Source: an optimization exercise on an open RTL-to-GDS flow (aim: small area and a short achievable clock period). Production flows keep margins and buffers that such runs may drop. At most, simulation tests tie the RTL to the original design; equivalence was not proved. Power and IR drop assume default switching activity.

Setup of 02-23:
==> flow/design.v (excerpt) <==
module mem_resp #(
  parameter int ADR_WIDTH   = 10,
  parameter int DAT_WIDTH   = 8,
  parameter int MEM_DEPTH   = 256,
  parameter int WAIT_STATES = 2
) (
  input  logic                 clk_i,
  input  logic                 rst_ni,
  input  logic                 req_i,
  input  logic                 we_i,
  input  logic [ADR_WIDTH-1:0] adr_i,
  input  logic [DAT_WIDTH-1:0] dat_i,
  output logic                 busy_o,
  output logic                 ack_o,
  output logic                 err_o,
  output logic [DAT_WIDTH-1:0] dat_o
);
  localparam int IDX_W = (MEM_DEPTH > 1) ? $clog2(MEM_DEPTH) : 1;
  localparam logic [63:0] DEPTH64 = MEM_DEPTH;
  function automatic logic out_of_range(input logic [ADR_WIDTH-1:0] a);
    out_of_range = ({{(64-ADR_WIDTH){1'b0}}, a} >= DEPTH64);
  endfunction
  if (ADR_WIDTH == 10 && DAT_WIDTH == 8 && MEM_DEPTH == 256 && WAIT_STATES == 2) begin : g_ring
    localparam int N  = 256;
    localparam int W  = 8;
    logic idle, s1, s2, s3;
    logic ld_w, ld_r;           
    logic         we_q, oor_q;
    always_ff @(posedge clk_i or negedge rst_ni) begin
      if (!rst_ni) begin
        idle   <= 1'b1;
        busy_o <= 1'b0;
        ack_o  <= 1'b0;
        err_o  <= 1'b0;
        s1     <= 1'b0;
        s2     <= 1'b0;
        s3     <= 1'b0;
        ld_w   <= 1'b0;
        ld_r   <= 1'b0;
      end else begin
        idle   <= (idle && !req_i) || ack_o;
        s1     <= idle && req_i;
        s2     <= s1;
        s3     <= s2;
        ld_w   <= s2 && we_q && !oor_q;
        ld_r   <= s2 && !we_q;
        ack_o  <= s3;
        err_o  <= s3 && oor_q;
  ...
==> module mem_resp, before the edit <==
module mem_resp #(
  parameter int ADR_WIDTH   = 10,
  parameter int DAT_WIDTH   = 8,
  parameter int MEM_DEPTH   = 256,
  parameter int WAIT_STATES = 2
) (
  input  logic                 clk_i,
  input  logic                 rst_ni,
  input  logic                 req_i,
  input  logic                 we_i,
  input  logic [ADR_WIDTH-1:0] adr_i,
  input  logic [DAT_WIDTH-1:0] dat_i,
  output logic                 busy_o,
  output logic                 ack_o,
  output logic                 err_o,
  output logic [DAT_WIDTH-1:0] dat_o
);
  localparam int IDX_W = (MEM_DEPTH > 1) ? $clog2(MEM_DEPTH) : 1;
  localparam logic [63:0] DEPTH64 = MEM_DEPTH;
  function automatic logic out_of_range(input logic [ADR_WIDTH-1:0] a);
    out_of_range = ({{(64-ADR_WIDTH){1'b0}}, a} >= DEPTH64);
  endfunction
  if (ADR_WIDTH == 10 && DAT_WIDTH == 8 && MEM_DEPTH == 256 && WAIT_STATES == 2) begin : g_ring
    localparam int N  = 256;
    localparam int W  = 8;
    logic idle, s1, s2, s3;
    logic ld_w, ld_r;           
    logic         we_q, oor_q;
    always_ff @(posedge clk_i or negedge rst_ni) begin
      if (!rst_ni) begin
        idle   <= 1'b1;
        busy_o <= 1'b0;
        ack_o  <= 1'b0;
        err_o  <= 1'b0;
        s1     <= 1'b0;
        s2     <= 1'b0;
        s3     <= 1'b0;
        ld_w   <= 1'b0;
        ld_r   <= 1'b0;
      end else begin
        idle   <= (idle && !req_i) || ack_o;
        s1     <= idle && req_i;
        s2     <= s1;
        s3     <= s2;
        ld_w   <= s2 && we_q && !oor_q;
        ld_r   <= s2 && !we_q;
        ack_o  <= s3;
        err_o  <= s3 && oor_q;
        busy_o <= (idle && req_i) || s1 || s2 || s3;
      end
    end
    logic [7:0]   c;            
    logic [W-1:0] dat_q;
    logic [7:0]   rn, rn_nx;
    logic [3:0]   sa;           
    logic [7:0]   sb;           
    assign rn_nx = idle ? adr_i[7:0] + c : rn + 8'd1;
    always_ff @(posedge clk_i) begin
      c  <= c + 8'd1;
      rn <= rn_nx;
      for (int i = 0; i < 4; i++) sa[i] <= (rn_nx[2:1] == 2'(i));
      for (int i = 0; i < 8; i++) sb[i] <= (rn_nx[5:3] == 3'(i));
      if (idle) begin
        we_q  <= we_i;
        oor_q <= out_of_range(adr_i);
        dat_q <= dat_i;
      end
    end
    logic [W-1:0] wdat;
    logic [7:0]   wq, wq_nx;
    logic [15:0]  plo, phi;
    assign wq_nx = ld_w ? rn + 8'd1 : wq + 8'd1;
    always_ff @(posedge clk_i) begin
      if (ld_w) wdat <= dat_q;
      wq <= wq_nx;
      for (int i = 0; i < 16; i++) begin
        plo[i] <= (wq_nx[3:0] == 4'(i));
        phi[i] <= (wq_nx[7:4] == 4'(i));
      end
    end
    logic [N*W-1:0] ring;
    for (genvar p = 0; p < N; p++) begin : g_pos
      localparam int PREV = (p + N - 1) % N;
      if ((p % 5 == 0 && p <= 250) || p == 253) begin : g_port
        always_ff @(posedge clk_i)
          ring[p*W +: W] <= (plo[p%16] && phi[p/16]) ? wdat : ring[PREV*W +: W];
      end else begin : g_shift
        always_ff @(posedge clk_i)
          ring[p*W +: W] <= ring[PREV*W +: W];
      end
    end
    logic [W-1:0] tap [N/2];
    for (genvar j = 0; j < N/2; j++) begin : g_tap
      assign tap[j] = ring[((2*j + N - 1) % N)*W +: W];
    end
    logic [W-1:0] tsel [4];
    always_comb begin
      for (int g = 0; g < 4; g++) begin
        tsel[g] = '0;
        for (int j = 0; j < 8; j++)
          for (int i = 0; i < 4; i++)
            tsel[g] = tsel[g] | ({W{sa[i] && sb[j]}} & tap[g*32 + j*4 + i]);
      end
    end
    logic [W-1:0] grp [4];
    logic [1:0]   gq;
    logic         hq;
    logic [W-1:0] rdbuf;
    logic [W-1:0] rdx;
    logic         byp;
    always_ff @(posedge clk_i) begin
      for (int g = 0; g < 4; g++) grp[g] <= tsel[g];
      gq    <= rn[7:6];
      hq    <= !rn[0];
      rdbuf <= rdx;
      byp   <= (rn == wq);
    end
    assign rdx = hq ? grp[gq] : rdbuf;
    always_ff @(posedge clk_i or negedge rst_ni) begin
      if (!rst_ni) dat_o <= '0;
      else if (ld_r) dat_o <= oor_q ? '0 : (byp ? wdat : rdx);
    end
  end else begin : g_plain
    localparam logic [3:0] WS_INIT = WAIT_STATES;
    typedef enum logic [1:0] {
      S_IDLE = 2'd0,
      S_WAIT = 2'd1,
      S_ACK  = 2'd2
    } state_t;
    state_t               state;
    logic [3:0]           cnt;
    logic                 we_q;
    logic                 oor_q;
    logic [IDX_W-1:0]     idx_q;
    logic [DAT_WIDTH-1:0] dat_q;
    logic                 access;
    logic [DAT_WIDTH-1:0] mem [MEM_DEPTH];
    assign access = (state == S_WAIT) && (cnt == 4'd0);
    always_ff @(posedge clk_i or negedge rst_ni) begin
      if (!rst_ni) begin
        state  <= S_IDLE;
        cnt    <= 4'd0;
        we_q   <= 1'b0;
        oor_q  <= 1'b0;
        idx_q  <= '0;
        dat_q  <= '0;
        busy_o <= 1'b0;
        ack_o  <= 1'b0;
        err_o  <= 1'b0;
        dat_o  <= '0;
      end else begin
        case (state)
          S_IDLE: begin
            if (req_i) begin
              we_q   <= we_i;
              oor_q  <= out_of_range(adr_i);
              idx_q  <= adr_i[IDX_W-1:0];
              dat_q  <= dat_i;
              cnt    <= WS_INIT;
              busy_o <= 1'b1;
              state  <= S_WAIT;
            end
          end
          S_WAIT: begin
            if (cnt != 4'd0) begin
              cnt <= cnt - 4'd1;
            end else begin
              if (!we_q) dat_o <= oor_q ? '0 : mem[idx_q];
              ack_o <= 1'b1;
              err_o <= oor_q;
              state <= S_ACK;
            end
          end
          default: begin
            ack_o  <= 1'b0;
            err_o  <= 1'b0;
            busy_o <= 1'b0;
            state  <= S_IDLE;
          end
        endcase
      end
    end
    always_ff @(posedge clk_i) begin
      if (access && we_q && !oor_q) mem[idx_q] <= dat_q;
    end
  end
endmodule
Settings: LEC_CHECK=0, ABC_CLOCK_PERIOD_IN_PS=2300, CAP_MARGIN=20, CORE_MARGIN=2, CORE_UTILIZATION=55, CTS_BUF_LIST=sky130_fd_sc_hd__clkbuf_8 sky130_fd_sc_hd__clkbuf_16, CTS_CLUSTER_DIAMETER=120, CTS_CLUSTER_SIZE=30, SETUP_SLACK_MARGIN=2.2, SLEW_MARGIN=20; clock period 4.5 ns.
standard.sh (not shown) runs the stock make flow with config.mk's settings and CLKGATE_MAP_FILE= SYNTH_SCRIPT=/design/flow/synth_recipe.tcl, a recipe that flattens the netlist after the stock synthesis.
==> flow/flow/run.sh <==
#!/bin/bash
# Own layout flow: the standard synthesis unchanged, then the standard
# ORFS layout with two resizer settings changed:
#  - ports are buffered with a plain buf_4 (instead of the delay cell
#    buffer_ports picks by default), so inputs and outputs are not slowed down;
#  - repair_timing may resize a cell to any footprint (MATCH_CELL_FOOTPRINT=0).
# Each step's full output goes to its own log file in this folder; ORFS's own
# per-stage logs are under orfs/logs/.
set -euo pipefail
bash standard.sh synth > synth.log 2>&1
bash standard.sh MATCH_CELL_FOOTPRINT=0 "BUFFER_PORTS_ARGS=-buffer_cell sky130_fd_sc_hd__buf_4" finish > layout.log 2>&1
Per the final summary, 02-23 finished and its layout is clean on timing, DRC and antenna.
The inputs of 12-20 differ from those of 02-23 as listed below.
--- a/flow/design.v
+++ b/flow/design.v
@@ -52,14 +52,12 @@
     logic [7:0]   c;            
     logic [W-1:0] dat_q;
     logic [7:0]   rn, rn_nx;
-    logic [3:0]   sa;           
-    logic [7:0]   sb;           
+    logic [31:0]  sa;           
     assign rn_nx = idle ? adr_i[7:0] + c : rn + 8'd1;
     always_ff @(posedge clk_i) begin
       c  <= c + 8'd1;
       rn <= rn_nx;
-      for (int i = 0; i < 4; i++) sa[i] <= (rn_nx[2:1] == 2'(i));
-      for (int i = 0; i < 8; i++) sb[i] <= (rn_nx[5:3] == 3'(i));
+      for (int i = 0; i < 32; i++) sa[i] <= (rn_nx[5:1] == 5'(i));
       if (idle) begin
         we_q  <= we_i;
         oor_q <= out_of_range(adr_i);
@@ -97,9 +95,8 @@
     always_comb begin
       for (int g = 0; g < 4; g++) begin
         tsel[g] = '0;
-        for (int j = 0; j < 8; j++)
-          for (int i = 0; i < 4; i++)
-            tsel[g] = tsel[g] | ({W{sa[i] && sb[j]}} & tap[g*32 + j*4 + i]);
+        for (int i = 0; i < 32; i++)
+          tsel[g] = tsel[g] | ({W{sa[i]}} & tap[g*32 + i]);
       end
     end
     logic [W-1:0] grp [4];
==> comparison <==
- On post-synthesis xor/xnor area fraction, 12-20 and 02-23 are basically level.
- Final wirelength on 12-20 is up relative to 02-23.
- 12-20 -> 02-23: post-route fraction of the period consumed by the critical path flat
- Compared with 02-23, 12-20 shows a lower layout-stage area growth over the synthesis result.
- 12-20 closes out successfully: all stages finished, all timing, DRC and antenna checks passed.
- The sequential share of layout area in 12-20 sits 3.0 points above the value recorded for 02-23.
- Taking 02-23 as the reference point, the global-route usage of 12-20 rises by 2.4 points.
- Of 12-20 and 02-23, 02-23 shows the higher combinational cell fraction of total power, with 12-20 below it.
- Area of the die delta (12-20 − 02-23): favourable
- Against 02-23, final cell area excluding filler cells in 12-20 came out better.
- On 12-20: worst hold slack after final layout is 0.026 ns higher than what 02-23 gave.
- 12-20 and 02-23 ended up with nearly the same clock slew seen by the registers of the worst setup and hold paths.
- Between 02-23 and 12-20, data arrival time at the worst-slack endpoint decreased.

---

Starting RTL as in the previous note.
Settings: LEC_CHECK=0, ABC_CLOCK_PERIOD_IN_PS=2300, CAP_MARGIN=20, CORE_MARGIN=2, CORE_UTILIZATION=55, CTS_BUF_LIST=sky130_fd_sc_hd__clkbuf_8 sky130_fd_sc_hd__clkbuf_16, CTS_CLUSTER_DIAMETER=120, CTS_CLUSTER_SIZE=30, SETUP_SLACK_MARGIN=2.2, SLEW_MARGIN=20; clock period 4.5 ns.
run.sh (not shown) runs the stock make flow with config.mk's settings and CLKGATE_MAP_FILE= SYNTH_SCRIPT=/design/flow/synth_recipe.tcl, a recipe that flattens the netlist after the stock synthesis.
Stock flow here: none of the scripts above is used.
Rerun with:
--- a/flow/design.v
+++ b/flow/design.v
@@ -51,19 +51,16 @@
     end
     logic [7:0]   c;            
     logic [W-1:0] dat_q;
-    logic [7:0]   rn, rn_nx;
-    logic [3:0]   sa;           
-    logic [7:0]   sb;           
-    assign rn_nx = idle ? adr_i[7:0] + c : rn + 8'd1;
+    logic [7:0]   rn;
     always_ff @(posedge clk_i) begin
-      c  <= c + 8'd1;
-      rn <= rn_nx;
-      for (int i = 0; i < 4; i++) sa[i] <= (rn_nx[2:1] == 2'(i));
-      for (int i = 0; i < 8; i++) sb[i] <= (rn_nx[5:3] == 3'(i));
+      c <= c + 8'd1;
       if (idle) begin
         we_q  <= we_i;
         oor_q <= out_of_range(adr_i);
         dat_q <= dat_i;
+        rn    <= adr_i[7:0] + c;
+      end else begin
+        rn    <= rn + 8'd1;
       end
     end
     logic [W-1:0] wdat;
@@ -93,15 +90,6 @@
     for (genvar j = 0; j < N/2; j++) begin : g_tap
       assign tap[j] = ring[((2*j + N - 1) % N)*W +: W];
     end
-    logic [W-1:0] tsel [4];
-    always_comb begin
-      for (int g = 0; g < 4; g++) begin
-        tsel[g] = '0;
-        for (int j = 0; j < 8; j++)
-          for (int i = 0; i < 4; i++)
-            tsel[g] = tsel[g] | ({W{sa[i] && sb[j]}} & tap[g*32 + j*4 + i]);
-      end
-    end
     logic [W-1:0] grp [4];
     logic [1:0]   gq;
     logic         hq;
@@ -109,7 +97,7 @@
     logic [W-1:0] rdx;
     logic         byp;
     always_ff @(posedge clk_i) begin
-      for (int g = 0; g < 4; g++) grp[g] <= tsel[g];
+      for (int g = 0; g < 4; g++) grp[g] <= tap[{g[1:0], rn[5:1]}];
       gq    <= rn[7:6];
       hq    <= !rn[0];
       rdbuf <= rdx;
The changed run completed with no timing, DRC or antenna violations.
Total power falls by 24%.
Wire length is higher by 10%.
Critical path depth climbs by 2.
Worst hold slack improved by 0.0094 ns.
Count of clock-buffer cells in the layout went up by 2.
Setup slack got worse by 0.12 ns.
Sequential power shrinks by 19%.
Fmax goes down by 5.2%.
Clock skew went down by 0.0098 ns.
Global-route usage increases by 3.4 points.
Sequential share of layout area is lower by 1.5 points.
Via count came out higher by 1.9%.
Non-clock buffer count came out higher by 123.
Design area increases by 1.5%.
The RTL of the second run of this note was laid out without a check of its function.

---

Setup of v6:
Another version of the RTL of mem_resp (not shown whole).
Size: roughly 4000 cells after synthesis, about 2200 flip-flops, ~33 I/O pins, roughly 57000 um2 of cells after synthesis.
==> module mem_resp, before the edit <==
module mem_resp #(
  parameter int ADR_WIDTH   = 10,
  parameter int DAT_WIDTH   = 8,
  parameter int MEM_DEPTH   = 256,
  parameter int WAIT_STATES = 2
) (
  input  logic                 clk_i,
  input  logic                 rst_ni,
  input  logic                 req_i,
  input  logic                 we_i,
  input  logic [ADR_WIDTH-1:0] adr_i,
  input  logic [DAT_WIDTH-1:0] dat_i,
  output logic                 busy_o,
  output logic                 ack_o,
  output logic                 err_o,
  output logic [DAT_WIDTH-1:0] dat_o
);
  localparam int IDX_W = (MEM_DEPTH > 1) ? $clog2(MEM_DEPTH) : 1;
  localparam logic [63:0] DEPTH64 = MEM_DEPTH;
  function automatic logic out_of_range(input logic [ADR_WIDTH-1:0] a);
    out_of_range = ({{(64-ADR_WIDTH){1'b0}}, a} >= DEPTH64);
  endfunction
  if (ADR_WIDTH == 10 && DAT_WIDTH == 8 && MEM_DEPTH == 256 && WAIT_STATES == 2) begin : g_ring
    localparam int N  = 256;
    localparam int W  = 8;
    logic idle, s1, s2, s3;
    logic ld_w, ld_r;           
    logic         we_q, oor_q;
    always_ff @(posedge clk_i or negedge rst_ni) begin
      if (!rst_ni) begin
        idle   <= 1'b1;
        busy_o <= 1'b0;
        ack_o  <= 1'b0;
        err_o  <= 1'b0;
        s1     <= 1'b0;
        s2     <= 1'b0;
        s3     <= 1'b0;
        ld_w   <= 1'b0;
        ld_r   <= 1'b0;
      end else begin
        idle   <= (idle && !req_i) || ack_o;
        s1     <= idle && req_i;
        s2     <= s1;
        s3     <= s2;
        ld_w   <= s2 && we_q && !oor_q;
        ld_r   <= s2 && !we_q;
        ack_o  <= s3;
        err_o  <= s3 && oor_q;
        busy_o <= (idle && req_i) || s1 || s2 || s3;
      end
    end
    logic [7:0]   c;            
    logic [W-1:0] dat_q;
    logic [7:0]   rn;
    always_ff @(posedge clk_i) begin
      c <= c + 8'd1;
      if (idle) begin
        we_q  <= we_i;
        oor_q <= out_of_range(adr_i);
        dat_q <= dat_i;
        rn    <= adr_i[7:0] + c;
      end else begin
        rn    <= rn + 8'd1;
      end
    end
    logic [W-1:0] wdat;
    logic [7:0]   wq;
    always_ff @(posedge clk_i) begin
      if (ld_w) begin
        wdat <= dat_q;
        wq   <= rn + 8'd1;
      end else begin
        wq   <= wq + 8'd1;
      end
    end
    logic [N*W-1:0] ring;
    for (genvar p = 0; p < N; p++) begin : g_pos
      localparam int PREV = (p + N - 1) % N;
      if (p % 4 == 0) begin : g_port
        always_ff @(posedge clk_i)
          ring[p*W +: W] <= (wq == 8'(p)) ? wdat : ring[PREV*W +: W];
      end else begin : g_shift
        always_ff @(posedge clk_i)
          ring[p*W +: W] <= ring[PREV*W +: W];
      end
    end
    logic [W-1:0] tap [N/2];
    for (genvar j = 0; j < N/2; j++) begin : g_tap
      assign tap[j] = ring[((2*j + N - 1) % N)*W +: W];
    end
    logic [W-1:0] grp [4];
    logic [1:0]   gq;
    logic         hq;
    logic [W-1:0] rdbuf;
    logic [W-1:0] rdx;
    logic         byp;
    always_ff @(posedge clk_i) begin
      for (int g = 0; g < 4; g++) grp[g] <= tap[{g[1:0], rn[5:1]}];
      gq    <= rn[7:6];
      hq    <= !rn[0];
      rdbuf <= rdx;
      byp   <= (rn == wq);
    end
    assign rdx = hq ? grp[gq] : rdbuf;
    always_ff @(posedge clk_i or negedge rst_ni) begin
      if (!rst_ni) dat_o <= '0;
      else if (ld_r) dat_o <= oor_q ? '0 : (byp ? wdat : rdx);
    end
  end else begin : g_plain
    localparam logic [3:0] WS_INIT = WAIT_STATES;
    typedef enum logic [1:0] {
      S_IDLE = 2'd0,
      S_WAIT = 2'd1,
      S_ACK  = 2'd2
    } state_t;
    state_t               state;
    logic [3:0]           cnt;
    logic                 we_q;
    logic                 oor_q;
    logic [IDX_W-1:0]     idx_q;
    logic [DAT_WIDTH-1:0] dat_q;
    logic                 access;
    logic [DAT_WIDTH-1:0] mem [MEM_DEPTH];
    assign access = (state == S_WAIT) && (cnt == 4'd0);
    always_ff @(posedge clk_i or negedge rst_ni) begin
      if (!rst_ni) begin
        state  <= S_IDLE;
        cnt    <= 4'd0;
        we_q   <= 1'b0;
        oor_q  <= 1'b0;
        idx_q  <= '0;
        dat_q  <= '0;
        busy_o <= 1'b0;
        ack_o  <= 1'b0;
        err_o  <= 1'b0;
        dat_o  <= '0;
      end else begin
        case (state)
          S_IDLE: begin
            if (req_i) begin
              we_q   <= we_i;
              oor_q  <= out_of_range(adr_i);
              idx_q  <= adr_i[IDX_W-1:0];
              dat_q  <= dat_i;
              cnt    <= WS_INIT;
              busy_o <= 1'b1;
              state  <= S_WAIT;
            end
          end
          S_WAIT: begin
            if (cnt != 4'd0) begin
              cnt <= cnt - 4'd1;
            end else begin
              if (!we_q) dat_o <= oor_q ? '0 : mem[idx_q];
              ack_o <= 1'b1;
              err_o <= oor_q;
              state <= S_ACK;
            end
          end
          default: begin
            ack_o  <= 1'b0;
            err_o  <= 1'b0;
            busy_o <= 1'b0;
            state  <= S_IDLE;
          end
        endcase
      end
    end
    always_ff @(posedge clk_i) begin
      if (access && we_q && !oor_q) mem[idx_q] <= dat_q;
    end
  end
endmodule
clock: 4.5 ns
lec_check: 0
abc_clock_period_in_ps: 2300
cap_margin: 20
core_margin: 2
core_utilization: 55
setup_slack_margin: 2.2
slew_margin: 20
The final layout from v6, which completed every stage, passed the timing, DRC and antenna checks at the end of the flow.
Input-level comparison between v7 and v6:
diff --git a/flow/design.v b/flow/design.v
--- a/flow/design.v
+++ b/flow/design.v
@@ -62,25 +62,27 @@
       end else begin
         rn    <= rn + 8'd1;
       end
     end
     logic [W-1:0] wdat;
-    logic [7:0]   wq;
+    logic [7:0]   wq, wq_nx;
+    logic [7:0]   plo, phi;
+    assign wq_nx = ld_w ? rn + 8'd1 : wq + 8'd1;
     always_ff @(posedge clk_i) begin
-      if (ld_w) begin
-        wdat <= dat_q;
-        wq   <= rn + 8'd1;
-      end else begin
-        wq   <= wq + 8'd1;
+      if (ld_w) wdat <= dat_q;
+      wq <= wq_nx;
+      for (int i = 0; i < 8; i++) begin
+        plo[i] <= (wq_nx[4:2] == 3'(i)) && (wq_nx[1:0] == 2'd0);
+        phi[i] <= (wq_nx[7:5] == 3'(i));
       end
     end
     logic [N*W-1:0] ring;
     for (genvar p = 0; p < N; p++) begin : g_pos
       localparam int PREV = (p + N - 1) % N;
       if (p % 4 == 0) begin : g_port
         always_ff @(posedge clk_i)
-          ring[p*W +: W] <= (wq == 8'(p)) ? wdat : ring[PREV*W +: W];
+          ring[p*W +: W] <= (plo[(p/4)%8] && phi[p/32]) ? wdat : ring[PREV*W +: W];
       end else begin : g_shift
         always_ff @(posedge clk_i)
           ring[p*W +: W] <= ring[PREV*W +: W];
       end
     end
### Flow results
v6 and v7 ended up with nearly the same net count of the finished layout. v7 ended up with more standard cells than v6. Status: wire length parity (v7, v6). The setup slack of v7 is larger than that of v6. The standard cell with the maximum stage delay on the critical path comes out a211oi_1 in one run and dfxtp_1 in the other, namely in v7 and v6 respectively. Cmp v6 and v7 / internal portion of total power / lower: v6. Comparing v6 and v7, post-route minimum period is lower on v7.
No run of this note included a check of the RTL's function; only the layout flow was run.

-- separate check: timing with driven ports --
The flow's constraints put no driver on any port. The routed layouts listed below were extracted and timed again, unchanged, in two steps.
Step 1 assumes that a clkbuf_16 drives the clock port and a buf_2 every other input.
Step 2 also shifts input and output timing later by t, the mid clock arrival at the registers, as if the neighbouring blocks saw the same clock.
Three values: ideal, step 1, step 2; two values: the first two.
run | shift t [ns] | setup slack, ns | hold WS [ns] | pins driven straight from the clock port
02-23 | 0.778 | 2.233 / 2.233 / 1.884 | 0.029 / -0.020 / 0.304 | 1
12-20 | 0.763 | 2.235 / 2.161 / 1.685 | 0.055 / 0.006 / 0.325 | 1
the first run of note 2 | 0.767 | 2.222 / 2.186 / 1.576 | 0.311 / 0.311 / 0.311 | 1
the second run of note 2 | 0.789 | 2.098 / 2.098 / 1.525 | 0.321 / 0.321 / 0.321 | 1
v6 | 0.857 | 2.116 / 2.090 / 1.523 | 0.312 / 0.312 / 0.312 | 1
v7 | 0.866 | 2.220 / 2.210 / 1.482 | 0.313 / 0.313 / 0.313 | 1
After both steps every run listed still meets setup and hold. The setup slack of v7, which loses most, moves by -0.010 ns with the drivers and by -0.738 ns with both steps.
